Background: an optimization exercise with open tools, aiming at small area. Do not read the settings as production practice.
The RTL was checked by simulation tests, not by an equivalence proof against the original design.
Power is estimated from default activity; no workload was simulated.

main:
// decimal_rounding_unit_core
module decimal_rounding_unit_core (
  input  logic        clk_i,
  input  logic        rst_ni,
  input  logic        start_i,
  output logic        busy_o,
  input  logic [50:0] in_i,
  output logic        done_o,
  output logic [48:0] result_o,
  input  logic        cfg_we_i,
  input  logic [2:0]  cfg_data_i
);
==> flow/config.mk <==
export PLATFORM = sky130hd
export DESIGN_NAME = decimal_rounding_unit_core
export DESIGN_NICKNAME = decimal_rounding_unit_core
export VERILOG_FILES = /design/flow/design.v
export SDC_FILE = /design/flow/constraint.sdc
export NUM_CORES = 4
export LEC_CHECK = 0
export CAP_MARGIN = 20
export CORE_MARGIN = 2
export CORE_UTILIZATION = 40
export CTS_BUF_LIST = sky130_fd_sc_hd__clkbuf_4
export CTS_CLUSTER_SIZE = 20
export GPL_TIMING_DRIVEN = 0
export SETUP_SLACK_MARGIN = 0.3
export SLEW_MARGIN = 20
export SYNTH_HIERARCHICAL = 1
==> flow/constraint.sdc <==
create_clock -name core_clock -period 6.0 [get_ports {clk_i}]
set_input_delay 1.2000 -clock core_clock [delete_from_list [all_inputs] [get_ports {clk_i}]]
set_output_delay 1.2000 -clock core_clock [all_outputs]
set_load 0.01 [all_outputs]
run.sh (not shown) runs the stock make flow with config.mk's settings and CLKGATE_MAP_FILE= SYNTH_SCRIPT=/design/flow/synth_recipe.tcl, a recipe that flattens the netlist after the stock synthesis.
main: no failed stages, no open violations at the end
Relative to main, the following input files were edited for the feature branch:
==> flow/flow/run.sh (new file) <==
#!/bin/bash
# Standard ORFS layout (the standard.sh, unchanged synthesis), with the port buffers
# made of the smallest buffer cell instead of the default choice.
set -euo pipefail
bash standard.sh "BUFFER_PORTS_ARGS=-buffer_cell sky130_fd_sc_hd__buf_1" finish > standard_make.log 2>&1
==> flow/standard.sh (new file) <==
#!/bin/bash
# synth_recipe.tcl (not shown) runs the flow's synth.tcl, then flattens the netlist and writes it again
# the make line also repeats each setting of config.mk as NAME=value (left out here)
make -C /OpenROAD-flow-scripts/flow DESIGN_CONFIG=/design/flow/config.mk WORK_HOME=/design/flow/orfs CLKGATE_MAP_FILE= SYNTH_SCRIPT=/design/flow/synth_recipe.tcl "${@:-finish}"
-- flow/config.mk --
<<< main, line 10
export CORE_UTILIZATION = 40
export CTS_BUF_LIST = sky130_fd_sc_hd__clkbuf_4
export CTS_CLUSTER_SIZE = 20
export GPL_TIMING_DRIVEN = 0
export SETUP_SLACK_MARGIN = 0.3
export SLEW_MARGIN = 20
>>> the feature branch, line 10
export CORE_UTILIZATION = 40
export GPL_TIMING_DRIVEN = 0
export SETUP_SLACK_MARGIN = 0.15
export SLEW_MARGIN = 20
removed: flow/run.sh
Notes after the runs:
- Across the feature branch and main, none had a timing, DRC or antenna violation.
- Note that the layout clock buffer count recorded for the feature branch amounts to 0.39 times the value seen in main.
- Between the feature branch and main, the design area is higher for main.
- The feature branch vs main, share of cell area taken by multi-input logic gates went up by 2.4 points.
- Diff main -> the feature branch: area share of buffers outside the clock network down 3.9 points, worst hold slack up 0.058 ns.

## delta
decimal_rounding_unit_core again, from the RTL that the note above started with.
clock: 6.0 ns
lec_check: 0
cap_margin: 20
core_margin: 2
core_utilization: 40
gpl_timing_driven: 0
setup_slack_margin: 0.3
slew_margin: 20
synth_hierarchical: 1
Stock flow here: none of the scripts above is used.
The inputs of quartz differ from those of delta as listed below.
==> flow/flow/run.sh (new file) <==
#!/bin/bash
# Standard ORFS layout (the standard.sh, unchanged synthesis), with the port buffers
# made of the smallest buffer cell instead of the default choice.
set -euo pipefail
bash standard.sh "BUFFER_PORTS_ARGS=-buffer_cell sky130_fd_sc_hd__buf_1" finish > standard_make.log 2>&1
==> flow/standard.sh (new file) <==
#!/bin/bash
# synth_recipe.tcl (not shown) runs the flow's synth.tcl, then flattens the netlist and writes it again
# the make line also repeats each setting of config.mk as NAME=value (left out here)
make -C /OpenROAD-flow-scripts/flow DESIGN_CONFIG=/design/flow/config.mk WORK_HOME=/design/flow/orfs CLKGATE_MAP_FILE= SYNTH_SCRIPT=/design/flow/synth_recipe.tcl "${@:-finish}"
removed: flow/run.sh
quartz ended up with a higher sequential share of cell area than delta did. Between quartz and delta, the combinational share of power does not differ in any meaningful way. quartz and delta all finish clean. Global-route wire length before repair came out higher on quartz than on delta. Compared quartz vs delta, and path length in cells of the critical path is down in quartz. The run with more routed wire is quartz, not delta. quartz has power below what delta had. quartz does better than delta on cell leakage power. [compare] base=delta new=quartz: least setup slack across all paths after layout decreased by 0.0056 ns relative to the old numbers, final weighted congestion of routability-driven global placement increased by about 3% relative to the old numbers. Met3 layer wire length in the routed design | quartz below delta.

Another version of the RTL of decimal_rounding_unit_core (not shown whole).
For scale: ~110 I/O pins, about 18000 um^2 of cells after synthesis.
==> flow/config.mk <==
export PLATFORM = sky130hd
export DESIGN_NAME = decimal_rounding_unit_core
export DESIGN_NICKNAME = decimal_rounding_unit_core
export VERILOG_FILES = /design/flow/design.v
export SDC_FILE = /design/flow/constraint.sdc
export NUM_CORES = 4
export LEC_CHECK = 0
export CAP_MARGIN = 20
export CORE_MARGIN = 2
export CORE_UTILIZATION = 40
export GPL_TIMING_DRIVEN = 0
export SETUP_SLACK_MARGIN = 0.1
export SLEW_MARGIN = 20
export SYNTH_HIERARCHICAL = 1
==> flow/constraint.sdc <==
create_clock -name core_clock -period 6.0 [get_ports {clk_i}]
set_input_delay 1.2000 -clock core_clock [delete_from_list [all_inputs] [get_ports {clk_i}]]
set_output_delay 1.2000 -clock core_clock [all_outputs]
set_load 0.01 [all_outputs]
standard.sh (not shown) runs the stock make flow with config.mk's settings and CLKGATE_MAP_FILE= SYNTH_SCRIPT=/design/flow/synth_recipe.tcl, a recipe that flattens the netlist after the stock synthesis.
==> flow/flow/run.sh <==
#!/bin/bash
# Standard ORFS layout (the standard.sh, unchanged synthesis), with the port buffers
# made of the smallest buffer cell and no dummy clock loads in clock tree synthesis.
set -euo pipefail
bash standard.sh "BUFFER_PORTS_ARGS=-buffer_cell sky130_fd_sc_hd__buf_1" \
  "CTS_ARGS=-sink_clustering_enable -repair_clock_nets -dont_use_dummy_load -buf_list sky130_fd_sc_hd__clkbuf_8" finish > standard_make.log 2>&1
Edit:
==> flow/flow/run.sh (replaced) <==
#!/bin/bash
# Standard ORFS layout (the standard.sh, unchanged synthesis), with the port buffers
# made of the smallest buffer cell and no dummy clock loads in clock tree synthesis.
set -euo pipefail
bash standard.sh "BUFFER_PORTS_ARGS=-buffer_cell sky130_fd_sc_hd__buf_1" \
  "CTS_ARGS=-sink_clustering_enable -repair_clock_nets -dont_use_dummy_load" finish > standard_make.log 2>&1
Outcome: Sequential power hardly moves; design area goes up slightly; power goes up slightly; fmax rises slightly; routed wire length hardly moves.
Edit:
--- a/flow/flow/run.sh
+++ b/flow/flow/run.sh
@@ -5,2 +5,2 @@
 bash standard.sh "BUFFER_PORTS_ARGS=-buffer_cell sky130_fd_sc_hd__buf_1" \
-  "CTS_ARGS=-sink_clustering_enable -repair_clock_nets -dont_use_dummy_load" finish > standard_make.log 2>&1
+  "CTS_ARGS=-sink_clustering_enable -repair_clock_nets -dont_use_dummy_load -buf_list sky130_fd_sc_hd__clkbuf_16 -sink_clustering_size 25 -sink_clustering_max_diameter 80" finish > standard_make.log 2>&1
Worst hold slack barely changes.
Clock skew rose by 0.026 ns.
Clock-buffer cell count shrinks by 9.
Cell area came out lower by 1.0%.
Synthesized cell count does not change.
Routed wire length went down by 0.56%.
Final cell count hardly moves.
Power is lower by 2.4%.
Edit:
==> flow/flow/run.sh (replaced) <==
#!/bin/bash
# Standard ORFS layout (the standard.sh, unchanged synthesis), with the port buffers
# made of the smallest buffer cell and no dummy clock loads in clock tree synthesis.
set -euo pipefail
bash standard.sh "BUFFER_PORTS_ARGS=-buffer_cell sky130_fd_sc_hd__buf_1" \
  "CTS_ARGS=-sink_clustering_enable -repair_clock_nets -dont_use_dummy_load -buf_list sky130_fd_sc_hd__clkbuf_8 -sink_clustering_size 16 -sink_clustering_max_diameter 80" finish > standard_make.log 2>&1
The changed run completed with no timing, DRC or antenna violations.
Final cell count stays the same.
Die area stays the same.
Fmax stays flat.
Sequential share of layout area is higher by 0.15 points.
Design area is lower by 0.61%.
Flip-flop and latch count stays the same.
Via count barely changes.
Worst setup slack gets worse by 0.010 ns.
Synthesized area is unchanged.
Clock skew is higher by 0.014 ns.
Sequential power stays flat.

-- separate check: timing with driven ports --
In the flow no input, the clock included, has a driving cell. The finished layouts below were timed again as built, in two steps.
Step 1 sets driving cells, clkbuf_16 on the clock port and buf_2 on the other inputs (assumed; they add their load-dependent delay and slew).
Step 2 times the ports against the registers' clock, not the clock port: input delays grow and output delays shrink by t, the midpoint of the rising clock arrivals with the driver on.
Slacks: no drivers / after step 1 / after step 2; pairs: no drivers / after step 1.
run	t (ns)	setup WS [ns]	slew at the worst register clock pin (ns)
main	0.830	0.392 / 0.392 / -0.308	0.10 / 0.10
the feature branch	0.599	0.275 / 0.275 / -0.048	0.07 / 0.07
delta	0.605	0.325 / 0.325 / -0.112	0.07 / 0.07
quartz	0.599	0.319 / 0.319 / -0.033	0.07 / 0.07
the first run of note 3	0.601	0.158 / 0.158 / -0.116	0.06 / 0.06
the second run of note 3	0.597	0.232 / 0.232 / -0.072	0.06 / 0.06
the third run of note 3	0.555	0.262 / 0.262 / -0.060	0.09 / 0.09
the fourth run of note 3	0.601	0.252 / 0.252 / -0.108	0.10 / 0.10
With both steps, setup timing fails in every run listed, where it was met with ideal ports. For main, which loses most, drivers alone change the setup slack by 0.000 ns; drivers and shift together by -0.700 ns.
